Background: an optimization exercise with open tools, aiming at small area, a short achievable clock period and few clock cycles per item. Do not read the settings as production practice. Where RTL was checked, it was by simulation tests only, not by an equivalence proof against the original. Power figures rest on the tool's default switching activity, not on a simulated workload.

==> v2 <==
==> flow/design.v (excerpt) <==
module fp_coprocessor
#(
  parameter int QD = 3
)
(
  input  logic        clk,
  input  logic        reset,
  input  logic [7:0]  paddr,
  input  logic        psel,
  input  logic        penable,
  input  logic        pwrite,
  input  logic [31:0] pwdata,
  output logic [31:0] prdata,
  output logic        pready,
  output logic        pslverr
);
==> flow/config.mk <==
export PLATFORM = sky130hd
export DESIGN_NAME = fp_coprocessor
export DESIGN_NICKNAME = fp_coprocessor
export VERILOG_FILES = /design/flow/design.v
export SDC_FILE = /design/flow/constraint.sdc
export NUM_CORES = 8
export LEC_CHECK = 0
export ABC_AREA = 1
export CAP_MARGIN = 20
export CORE_MARGIN = 2
export CORE_UTILIZATION = 35
export SLEW_MARGIN = 20
==> flow/constraint.sdc <==
create_clock -name core_clock -period 12.0 [get_ports {clk}]
set_input_delay 2.4000 -clock core_clock [delete_from_list [all_inputs] [get_ports {clk}]]
set_output_delay 2.4000 -clock core_clock [all_outputs]
set_load 0.01 [all_outputs]
run.sh (not shown) runs the stock make flow with config.mk's settings and CLKGATE_MAP_FILE= SYNTH_SCRIPT=/design/flow/synth_recipe.tcl, a recipe that flattens the netlist after the stock synthesis.
==> inputs of v27, as changes to v2 <==
--- a/flow/design.v
+++ b/flow/design.v
@@ -157,14 +157,12 @@
   input  logic [5:0]  one,        
   input  logic [5:0]  two,
   input  logic [5:0]  neg,
   input  logic [37:0] acc_s,      
   input  logic [37:0] acc_c,
-  output logic [37:0] nacc_s,     
-  output logic [37:0] nacc_c,
-  output logic [35:0] row_s,      
-  output logic [35:0] row_c
+  output logic [37:0] row_s,      
+  output logic [37:0] row_c       
 );
   logic [23:0] x;
   logic [39:0] pp [9];            
   logic        acc_k;             
   assign x  = {1'b1, fa};
@@ -207,14 +205,12 @@
   assign l3[2] = l2[3];
   assign {l4[1], l4[0]} = csa(l3[0], l3[1], l3[2]);
   logic [12:0] low0;
   assign low0   = {1'b0, acc_s[11:0]} + {1'b0, acc_c[11:0]};
   assign acc_k  = low0[12];
-  assign nacc_s = l4[0][37:0];
-  assign nacc_c = l4[1][37:0];
-  assign row_s = l4[0][35:0];
-  assign row_c = l4[1][35:0];
+  assign row_s = l4[0][37:0];
+  assign row_c = l4[1][37:0];
 endmodule
 module fp_mul_pack
 (
   input  logic [35:0] row_s,    
   input  logic [35:0] row_c,
@@ -260,31 +256,29 @@
 endmodule
 `timescale 1ns/1ns
 module reg_file
 (
   input  logic        clk,
-  input  logic [15:0] wen,
+  input  logic        reset,
+  input  logic        we,
+  input  logic [3:0]  wa,
   input  logic [31:0] wd,
   input  logic [3:0]  ra1,
   input  logic [3:0]  ra2,
-  input  logic [15:0] hsel,
   output logic [31:0] rd1,
-  output logic [31:0] rd2,
-  output logic [31:0] hrd
+  output logic [31:0] rd2
 );
   logic [31:0] regs [16];
+  logic [31:0] wd_eff;
+  assign wd_eff = reset ? 32'd0 : wd;
   always_ff @(posedge clk) begin
     for (int i = 0; i < 16; i++) begin
-      if (wen[i]) regs[i] <= wd;
+      if (reset || (we && (wa == i))) regs[i] <= wd_eff;
     end
   end
   assign rd1 = regs[ra1];
   assign rd2 = regs[ra2];
-  always_comb begin
-    hrd = '0;
-    for (int i = 0; i < 16; i++) hrd = hrd | (regs[i] & {32{hsel[i]}});
-  end
 endmodule
 `timescale 1ns/1ns
 module fp_coprocessor
 #(
   parameter int QD = 3
@@ -308,46 +302,47 @@
   logic          back_q;       
   logic        hw_q;           
   logic [3:0]  hidx_q;
   logic        iw_q;           
   logic        pslverr_q;
-  logic [15:0] hsel_q;         
-  logic [5:0]  stat_q;         
+  logic [31:0] prdata_q;
   logic        reset_q;
-  logic [15:0] wen_q;          
   logic        x0_v, x0_ph;
   logic [2:0]  x0_op;
   logic [31:0] x0_a, x0_b;
   logic        x1_v, x1_ph, x1_mul, x1_pass, x1_sign, x1_sub, x1_bzero, x1_mz;
   logic [3:0]  x1_dest;
   logic [22:0] x1_fbig;
   logic [23:0] x1_aligned;
   logic [8:0]  x1_ex;
   logic [5:0]  x1_one, x1_two, x1_neg;
-  logic [37:0] acc_s, acc_c;
   logic        x2_v, x2_mul, x2_pass, x2_sign, x2_sub, x2_bzero;
   logic        x2_z0, x2_z1, x2_i0, x2_i1;
   logic [3:0]  x2_dest;
   logic [24:0] x2_sum;
   logic [4:0]  x2_lz;
-  logic [35:0] x2_rs, x2_rc;
+  logic [37:0] x2_rs, x2_rc;   
   logic [7:0]  x2_e;
   logic        wb2_v;
   logic [3:0]  wb2_dest;
   logic [31:0] wb2_data;
-  logic        setup, is_instr, is_status, is_reg, hwr_now;
+  logic        setup, is_instr, is_status, is_reg, hrd_now, hwr_now;
   assign setup     = psel & ~penable;
   assign is_instr  = (paddr == fp_pkg::ADDR_INSTR);
   assign is_status = (paddr == fp_pkg::ADDR_STATUS);
   assign is_reg    = (paddr[7:6] == fp_pkg::ADDR_REG_BASE[7:6]) && (paddr[1:0] == 2'b00);
+  assign hrd_now   = paddr[6];
   assign hwr_now   = setup & pwrite & ~paddr[7] & paddr[6];
+  logic        rf_we;
+  logic [3:0]  rf_wa;
   logic [31:0] rf_wd;
-  logic [31:0] rda, rdb, hrd;
+  logic [31:0] rda, rdb;
   reg_file reg_file_i (
-    .clk(clk), .wen(wen_q), .wd(rf_wd),
-    .ra1(q[0][7:4]), .ra2(q[0][3:0]), .hsel(hsel_q),
-    .rd1(rda), .rd2(rdb), .hrd(hrd)
+    .clk(clk), .reset(reset_q),
+    .we(rf_we), .wa(rf_wa), .wd(rf_wd),
+    .ra1(q[0][7:4]), .ra2(hrd_now ? paddr[5:2] : q[0][3:0]),
+    .rd1(rda), .rd2(rdb)
   );
   logic [2:0] op;
   logic [3:0] dest, src1, src2;
   logic       uses2, is_mul, hazard, block, issue, deq, kill;
   assign op   = q[0][14:12];
@@ -364,11 +359,11 @@
   assign hazard = busy(src1, x0_v, ri[11:8], x1_v, x1_dest, x2_v, x2_dest) ||
                   (uses2 && busy(src2, x0_v, ri[11:8], x1_v, x1_dest, x2_v, x2_dest));
   assign block  = hw_q | wb2_v | back_q;
   assign issue  = mph | (qv[0] & ~hazard & ~block);
   assign deq    = issue & ~(is_mul & ~mph);
-  assign kill   = issue & hwr_now;
+  assign kill   = issue & ((hrd_now & uses2) | hwr_now);
   always_ff @(posedge clk) begin
     ri    <= q[0];
     x0_ph <= mph;
     x0_op <= op;
     x0_a  <= rda;
@@ -406,25 +401,19 @@
     x1_sub     <= ~x_pass & osub;
     x1_sign    <= x_pass ? psign : (x_mul ? (x0_a[31] ^ x0_b[31]) : osign);
   end
   logic [24:0] sum;
   logic [4:0]  lz;
-  logic [35:0] rs, rc;
-  logic [37:0] nacc_s, nacc_c;
+  logic [37:0] rs, rc;
   fp_add_sum fp_add_sum_i (
     .fbig(x1_fbig), .aligned(x1_aligned), .sub(x1_sub), .sum(sum), .lz(lz)
   );
   fp_mul_tree fp_mul_tree_i (
     .ph(x1_ph), .fa(x1_fbig), .one(x1_one), .two(x1_two), .neg(x1_neg),
-    .acc_s(acc_s), .acc_c(acc_c), .nacc_s(nacc_s), .nacc_c(nacc_c),
-    .row_s(rs), .row_c(rc)
+    .acc_s(x2_rs), .acc_c(x2_rc), .row_s(rs), .row_c(rc)
   );
   always_ff @(posedge clk) begin
-    acc_s <= nacc_s;
-    acc_c <= nacc_c;
-  end
-  always_ff @(posedge clk) begin
     x2_dest  <= x1_dest;
     x2_mul   <= x1_mul;
     x2_pass  <= x1_pass;
     x2_sign  <= x1_sign;
     x2_sub   <= x1_sub;
@@ -443,33 +432,24 @@
   fp_add_pack fp_add_pack_i (
     .sum(x2_sum), .lz(x2_lz), .e(x2_e), .sign(x2_sign), .sub(x2_sub), .bzero(x2_bzero),
     .pass(x2_pass), .result(add_res)
   );
   fp_mul_pack fp_mul_pack_i (
-    .row_s(x2_rs), .row_c(x2_rc), .xe(x2_e),
+    .row_s(x2_rs[35:0]), .row_c(x2_rc[35:0]), .xe(x2_e),
     .zero0(x2_z0), .zero1(x2_z1), .inf0(x2_i0), .inf1(x2_i1),
     .sign(x2_sign), .result(mul_res)
   );
   assign res = x2_mul ? mul_res : add_res;
-  logic       hw_d, wb2_v_d, x2_v_d, wen_any;
-  logic [3:0] wb2_dest_d, wa_d;
-  assign rf_wd = reset_q ? 32'd0 : ((hw_q | wb2_v) ? (hw_q ? pwdata : wb2_data) : res);
+  assign rf_we = hw_q | wb2_v | x2_v;
+  assign rf_wa = hw_q ? hidx_q : (wb2_v ? wb2_dest : x2_dest);
+  assign rf_wd = (hw_q | wb2_v) ? (hw_q ? pwdata : wb2_data) : res;
   always_ff @(posedge clk) begin
     if (x2_v & (hw_q | wb2_v)) begin
       wb2_dest <= x2_dest;
       wb2_data <= res;
     end
   end
-  assign hw_d       = setup & is_reg & pwrite;
-  assign wb2_v_d    = (x2_v & (hw_q | wb2_v)) | (wb2_v & hw_q);
-  assign wb2_dest_d = (x2_v & (hw_q | wb2_v)) ? x2_dest : wb2_dest;
-  assign x2_v_d     = x1_v & ~(x1_mul & ~x1_ph);
-  assign wen_any    = hw_d | wb2_v_d | x2_v_d;
-  assign wa_d       = hw_d ? paddr[5:2] : (wb2_v_d ? wb2_dest_d : x1_dest);
-  always_ff @(posedge clk) begin
-    for (int i = 0; i < 16; i++) wen_q[i] <= reset | (~reset & wen_any & (wa_d == i));
-  end
   logic [14:0]   qnew;
   logic [QD-1:0] sv, at;
   logic [14:0]   sq [QD];
   assign qnew = {pwdata[14:12], pwdata[11:0]};
   always_comb begin
@@ -503,12 +483,12 @@
       qv     <= sv | at;
       mph    <= issue & is_mul & ~mph & ~kill;
       back_q <= kill & deq;
       x0_v   <= issue & ~kill;
       x1_v   <= x0_v;
-      x2_v   <= x2_v_d;
-      wb2_v  <= wb2_v_d;
+      x2_v   <= x1_v & ~(x1_mul & ~x1_ph);
+      wb2_v  <= (x2_v & (hw_q | wb2_v)) | (wb2_v & hw_q);
     end
   end
   logic        op_ok, room, err;
   logic [3:0]  op4;
   logic [31:0] status;
@@ -526,20 +506,19 @@
     if (reset) begin
       hw_q      <= 1'b0;
       iw_q      <= 1'b0;
       pslverr_q <= 1'b0;
     end else begin
-      hw_q      <= hw_d;
+      hw_q      <= setup & is_reg & pwrite;
       iw_q      <= setup & is_instr & pwrite & op_ok & (op4 != 4'd0) & room;
       pslverr_q <= setup & err;
     end
   end
   always_ff @(posedge clk) begin
-    reset_q <= reset;
-    hidx_q  <= paddr[5:2];
-    for (int i = 0; i < 16; i++) hsel_q[i] <= setup & ~pwrite & is_reg & (paddr[5:2] == i);
-    stat_q  <= (setup & is_status) ? status[5:0] : 6'd0;
+    reset_q  <= reset;
+    hidx_q   <= paddr[5:2];
+    prdata_q <= paddr[6] ? (rdb & {32{~reset_q}}) : status;
   end
   assign pready  = 1'b1;
   assign pslverr = pslverr_q;
-  assign prdata  = hrd | {26'd0, stat_q};
+  assign prdata  = prdata_q;
 endmodule
==> flow/flow/run.sh (new file) <==
#!/bin/bash
# Own layout flow: the standard ORFS flow, with the port buffers made
# from buf_4 cells instead of the resizer's default choice, and the
# post-placement timing repair asked to keep a setup margin.
# Each step's full output stays in orfs/logs/; make's own output goes to
# flow_make.log in the work folder.
set -euo pipefail
bash standard.sh \
  BUFFER_PORTS_ARGS="-buffer_cell sky130_fd_sc_hd__buf_4" \
  SETUP_SLACK_MARGIN=8 \
  finish > flow_make.log 2>&1
==> flow/standard.sh (new file) <==
#!/bin/bash
# synth_recipe.tcl (not shown) runs the flow's synth.tcl, then flattens the netlist and writes it again
# the make line also repeats each setting of config.mk as NAME=value (left out here)
make -C /OpenROAD-flow-scripts/flow DESIGN_CONFIG=/design/flow/config.mk WORK_HOME=/design/flow/orfs CLKGATE_MAP_FILE= SYNTH_SCRIPT=/design/flow/synth_recipe.tcl "${@:-finish}"
Settings changed: ABC_AREA 1 to unset, CAP_MARGIN 20 to 60, CORE_UTILIZATION 35 to 50, CTS_CLUSTER_DIAMETER set to 100, CTS_CLUSTER_SIZE set to 20, SLEW_MARGIN 20 to 60.
removed: flow/run.sh
==> inputs of v25, as changes to v2 <==
--- a/flow/design.v
+++ b/flow/design.v
@@ -157,14 +157,12 @@
   input  logic [5:0]  one,        
   input  logic [5:0]  two,
   input  logic [5:0]  neg,
   input  logic [37:0] acc_s,      
   input  logic [37:0] acc_c,
-  output logic [37:0] nacc_s,     
-  output logic [37:0] nacc_c,
-  output logic [35:0] row_s,      
-  output logic [35:0] row_c
+  output logic [37:0] row_s,      
+  output logic [37:0] row_c       
 );
   logic [23:0] x;
   logic [39:0] pp [9];            
   logic        acc_k;             
   assign x  = {1'b1, fa};
@@ -207,14 +205,12 @@
   assign l3[2] = l2[3];
   assign {l4[1], l4[0]} = csa(l3[0], l3[1], l3[2]);
   logic [12:0] low0;
   assign low0   = {1'b0, acc_s[11:0]} + {1'b0, acc_c[11:0]};
   assign acc_k  = low0[12];
-  assign nacc_s = l4[0][37:0];
-  assign nacc_c = l4[1][37:0];
-  assign row_s = l4[0][35:0];
-  assign row_c = l4[1][35:0];
+  assign row_s = l4[0][37:0];
+  assign row_c = l4[1][37:0];
 endmodule
 module fp_mul_pack
 (
   input  logic [35:0] row_s,    
   input  logic [35:0] row_c,
@@ -260,31 +256,29 @@
 endmodule
 `timescale 1ns/1ns
 module reg_file
 (
   input  logic        clk,
-  input  logic [15:0] wen,
+  input  logic        reset,
+  input  logic        we,
+  input  logic [3:0]  wa,
   input  logic [31:0] wd,
   input  logic [3:0]  ra1,
   input  logic [3:0]  ra2,
-  input  logic [15:0] hsel,
   output logic [31:0] rd1,
-  output logic [31:0] rd2,
-  output logic [31:0] hrd
+  output logic [31:0] rd2
 );
   logic [31:0] regs [16];
+  logic [31:0] wd_eff;
+  assign wd_eff = reset ? 32'd0 : wd;
   always_ff @(posedge clk) begin
     for (int i = 0; i < 16; i++) begin
-      if (wen[i]) regs[i] <= wd;
+      if (reset || (we && (wa == i))) regs[i] <= wd_eff;
     end
   end
   assign rd1 = regs[ra1];
   assign rd2 = regs[ra2];
-  always_comb begin
-    hrd = '0;
-    for (int i = 0; i < 16; i++) hrd = hrd | (regs[i] & {32{hsel[i]}});
-  end
 endmodule
 `timescale 1ns/1ns
 module fp_coprocessor
 #(
   parameter int QD = 3
@@ -308,46 +302,47 @@
   logic          back_q;       
   logic        hw_q;           
   logic [3:0]  hidx_q;
   logic        iw_q;           
   logic        pslverr_q;
-  logic [15:0] hsel_q;         
-  logic [5:0]  stat_q;         
+  logic [31:0] prdata_q;
   logic        reset_q;
-  logic [15:0] wen_q;          
   logic        x0_v, x0_ph;
   logic [2:0]  x0_op;
   logic [31:0] x0_a, x0_b;
   logic        x1_v, x1_ph, x1_mul, x1_pass, x1_sign, x1_sub, x1_bzero, x1_mz;
   logic [3:0]  x1_dest;
   logic [22:0] x1_fbig;
   logic [23:0] x1_aligned;
   logic [8:0]  x1_ex;
   logic [5:0]  x1_one, x1_two, x1_neg;
-  logic [37:0] acc_s, acc_c;
   logic        x2_v, x2_mul, x2_pass, x2_sign, x2_sub, x2_bzero;
   logic        x2_z0, x2_z1, x2_i0, x2_i1;
   logic [3:0]  x2_dest;
   logic [24:0] x2_sum;
   logic [4:0]  x2_lz;
-  logic [35:0] x2_rs, x2_rc;
+  logic [37:0] x2_rs, x2_rc;   
   logic [7:0]  x2_e;
   logic        wb2_v;
   logic [3:0]  wb2_dest;
   logic [31:0] wb2_data;
-  logic        setup, is_instr, is_status, is_reg, hwr_now;
+  logic        setup, is_instr, is_status, is_reg, hrd_now, hwr_now;
   assign setup     = psel & ~penable;
   assign is_instr  = (paddr == fp_pkg::ADDR_INSTR);
   assign is_status = (paddr == fp_pkg::ADDR_STATUS);
   assign is_reg    = (paddr[7:6] == fp_pkg::ADDR_REG_BASE[7:6]) && (paddr[1:0] == 2'b00);
+  assign hrd_now   = paddr[6];
   assign hwr_now   = setup & pwrite & ~paddr[7] & paddr[6];
+  logic        rf_we;
+  logic [3:0]  rf_wa;
   logic [31:0] rf_wd;
-  logic [31:0] rda, rdb, hrd;
+  logic [31:0] rda, rdb;
   reg_file reg_file_i (
-    .clk(clk), .wen(wen_q), .wd(rf_wd),
-    .ra1(q[0][7:4]), .ra2(q[0][3:0]), .hsel(hsel_q),
-    .rd1(rda), .rd2(rdb), .hrd(hrd)
+    .clk(clk), .reset(reset_q),
+    .we(rf_we), .wa(rf_wa), .wd(rf_wd),
+    .ra1(q[0][7:4]), .ra2(hrd_now ? paddr[5:2] : q[0][3:0]),
+    .rd1(rda), .rd2(rdb)
   );
   logic [2:0] op;
   logic [3:0] dest, src1, src2;
   logic       uses2, is_mul, hazard, block, issue, deq, kill;
   assign op   = q[0][14:12];
@@ -364,11 +359,11 @@
   assign hazard = busy(src1, x0_v, ri[11:8], x1_v, x1_dest, x2_v, x2_dest) ||
                   (uses2 && busy(src2, x0_v, ri[11:8], x1_v, x1_dest, x2_v, x2_dest));
   assign block  = hw_q | wb2_v | back_q;
   assign issue  = mph | (qv[0] & ~hazard & ~block);
   assign deq    = issue & ~(is_mul & ~mph);
-  assign kill   = issue & hwr_now;
+  assign kill   = issue & ((hrd_now & uses2) | hwr_now);
   always_ff @(posedge clk) begin
     ri    <= q[0];
     x0_ph <= mph;
     x0_op <= op;
     x0_a  <= rda;
@@ -406,25 +401,19 @@
     x1_sub     <= ~x_pass & osub;
     x1_sign    <= x_pass ? psign : (x_mul ? (x0_a[31] ^ x0_b[31]) : osign);
   end
   logic [24:0] sum;
   logic [4:0]  lz;
-  logic [35:0] rs, rc;
-  logic [37:0] nacc_s, nacc_c;
+  logic [37:0] rs, rc;
   fp_add_sum fp_add_sum_i (
     .fbig(x1_fbig), .aligned(x1_aligned), .sub(x1_sub), .sum(sum), .lz(lz)
   );
   fp_mul_tree fp_mul_tree_i (
     .ph(x1_ph), .fa(x1_fbig), .one(x1_one), .two(x1_two), .neg(x1_neg),
-    .acc_s(acc_s), .acc_c(acc_c), .nacc_s(nacc_s), .nacc_c(nacc_c),
-    .row_s(rs), .row_c(rc)
+    .acc_s(x2_rs), .acc_c(x2_rc), .row_s(rs), .row_c(rc)
   );
   always_ff @(posedge clk) begin
-    acc_s <= nacc_s;
-    acc_c <= nacc_c;
-  end
-  always_ff @(posedge clk) begin
     x2_dest  <= x1_dest;
     x2_mul   <= x1_mul;
     x2_pass  <= x1_pass;
     x2_sign  <= x1_sign;
     x2_sub   <= x1_sub;
@@ -443,33 +432,24 @@
   fp_add_pack fp_add_pack_i (
     .sum(x2_sum), .lz(x2_lz), .e(x2_e), .sign(x2_sign), .sub(x2_sub), .bzero(x2_bzero),
     .pass(x2_pass), .result(add_res)
   );
   fp_mul_pack fp_mul_pack_i (
-    .row_s(x2_rs), .row_c(x2_rc), .xe(x2_e),
+    .row_s(x2_rs[35:0]), .row_c(x2_rc[35:0]), .xe(x2_e),
     .zero0(x2_z0), .zero1(x2_z1), .inf0(x2_i0), .inf1(x2_i1),
     .sign(x2_sign), .result(mul_res)
   );
   assign res = x2_mul ? mul_res : add_res;
-  logic       hw_d, wb2_v_d, x2_v_d, wen_any;
-  logic [3:0] wb2_dest_d, wa_d;
-  assign rf_wd = reset_q ? 32'd0 : ((hw_q | wb2_v) ? (hw_q ? pwdata : wb2_data) : res);
+  assign rf_we = hw_q | wb2_v | x2_v;
+  assign rf_wa = hw_q ? hidx_q : (wb2_v ? wb2_dest : x2_dest);
+  assign rf_wd = (hw_q | wb2_v) ? (hw_q ? pwdata : wb2_data) : res;
   always_ff @(posedge clk) begin
     if (x2_v & (hw_q | wb2_v)) begin
       wb2_dest <= x2_dest;
       wb2_data <= res;
     end
   end
-  assign hw_d       = setup & is_reg & pwrite;
-  assign wb2_v_d    = (x2_v & (hw_q | wb2_v)) | (wb2_v & hw_q);
-  assign wb2_dest_d = (x2_v & (hw_q | wb2_v)) ? x2_dest : wb2_dest;
-  assign x2_v_d     = x1_v & ~(x1_mul & ~x1_ph);
-  assign wen_any    = hw_d | wb2_v_d | x2_v_d;
-  assign wa_d       = hw_d ? paddr[5:2] : (wb2_v_d ? wb2_dest_d : x1_dest);
-  always_ff @(posedge clk) begin
-    for (int i = 0; i < 16; i++) wen_q[i] <= reset | (~reset & wen_any & (wa_d == i));
-  end
   logic [14:0]   qnew;
   logic [QD-1:0] sv, at;
   logic [14:0]   sq [QD];
   assign qnew = {pwdata[14:12], pwdata[11:0]};
   always_comb begin
@@ -503,12 +483,12 @@
       qv     <= sv | at;
       mph    <= issue & is_mul & ~mph & ~kill;
       back_q <= kill & deq;
       x0_v   <= issue & ~kill;
       x1_v   <= x0_v;
-      x2_v   <= x2_v_d;
-      wb2_v  <= wb2_v_d;
+      x2_v   <= x1_v & ~(x1_mul & ~x1_ph);
+      wb2_v  <= (x2_v & (hw_q | wb2_v)) | (wb2_v & hw_q);
     end
   end
   logic        op_ok, room, err;
   logic [3:0]  op4;
   logic [31:0] status;
@@ -526,20 +506,19 @@
     if (reset) begin
       hw_q      <= 1'b0;
       iw_q      <= 1'b0;
       pslverr_q <= 1'b0;
     end else begin
-      hw_q      <= hw_d;
+      hw_q      <= setup & is_reg & pwrite;
       iw_q      <= setup & is_instr & pwrite & op_ok & (op4 != 4'd0) & room;
       pslverr_q <= setup & err;
     end
   end
   always_ff @(posedge clk) begin
-    reset_q <= reset;
-    hidx_q  <= paddr[5:2];
-    for (int i = 0; i < 16; i++) hsel_q[i] <= setup & ~pwrite & is_reg & (paddr[5:2] == i);
-    stat_q  <= (setup & is_status) ? status[5:0] : 6'd0;
+    reset_q  <= reset;
+    hidx_q   <= paddr[5:2];
+    prdata_q <= paddr[6] ? (rdb & {32{~reset_q}}) : status;
   end
   assign pready  = 1'b1;
   assign pslverr = pslverr_q;
-  assign prdata  = hrd | {26'd0, stat_q};
+  assign prdata  = prdata_q;
 endmodule
Settings changed: ABC_AREA 1 to unset, CAP_MARGIN 20 to 60, SLEW_MARGIN 20 to 60.
==> comparison table <==
| metric | v2 | v25 | v27 |
|---|---|---|---|
| Most common cell after layout, fill and taps aside | sky130_fd_sc_hd__nand2_1 | sky130_fd_sc_hd__edfxtp_1 | sky130_fd_sc_hd__edfxtp_1 |
| EDFF count, synth | 589 | 593 | 593 |
| Global-route wire length before repair | 314300 um | 281200 um | 282400 um |
| Met1 layer wirelength in the final routing | 83560 um | 73700 um | 77580 um |
| Launch instance of the worst register-to-register path | x1_one[2] | x0_b[23] | x0_b[30] |
| Level count of the clock H-tree | 3 | 3 | 2 |
| Worst Max-Slew Pin Slew | 1.251 ns | 0.6594 ns | 1.129 ns |
| Cell internal power dissipation | 7.459 mW | 8.696 mW | 7.856 mW |
| Critical Path AT | 4.36 ns | 5.19 ns | 4.53 ns |
| Clk Latency, worst-skew pair | 0.79 ns | 0.76 ns | 0.70 ns |
| Share of total power in the clock network | 26.1% | 20.9% | 14.4% |
| Overall global routing resource usage | 25.99% | 25.08% | 36.31% |
| Cells after synthesis | 6410 | 4679 | 4679 |
| Result of the run | no timing/DRC/antenna violations | no timing/DRC/antenna violations | no timing/DRC/antenna violations |
| Cell Rows | 145 | 141 | 118 |
| Post-cts resize count | 0 | 0 | 52 |
Testbench counts of v27, summed over its fixed seeds: cycles 8,092, items 2,304.
Testbench counts of v25, summed over its fixed seeds: cycles 8,092, items 2,304.
The RTL of v2 was laid out without a check of its function.

afterwards: timing with drivers on the ports:
In the flow no input, the clock included, has a driving cell. The finished layouts below were timed again as built, in two steps. Step 1: set_driving_cell puts a clkbuf_16 on clk and a buf_2 on each other input, an assumption about the parent block. Step 2, shift: input delay + t, output delay - t, t = (earliest + latest rising clock arrival at the registers) / 2. This alone moves slack from input paths to output paths. a / b / c = ideal / step 1 / step 2; a / b = the first two.
run	t, ns	slack for setup (ns)	clock arrival spread, ns
v2	0.808	5.237 / 5.160 / 5.968	0.122 / 0.122
v27	0.742	8.041 / 8.043 / 7.300	0.067 / 0.067
v25	0.795	7.386 / 7.414 / 6.642	0.071 / 0.071
After both steps setup and hold are still met in every run listed. The setup slack of v25, which loses most, moves by +0.028 ns with the drivers and by -0.744 ns with both steps.
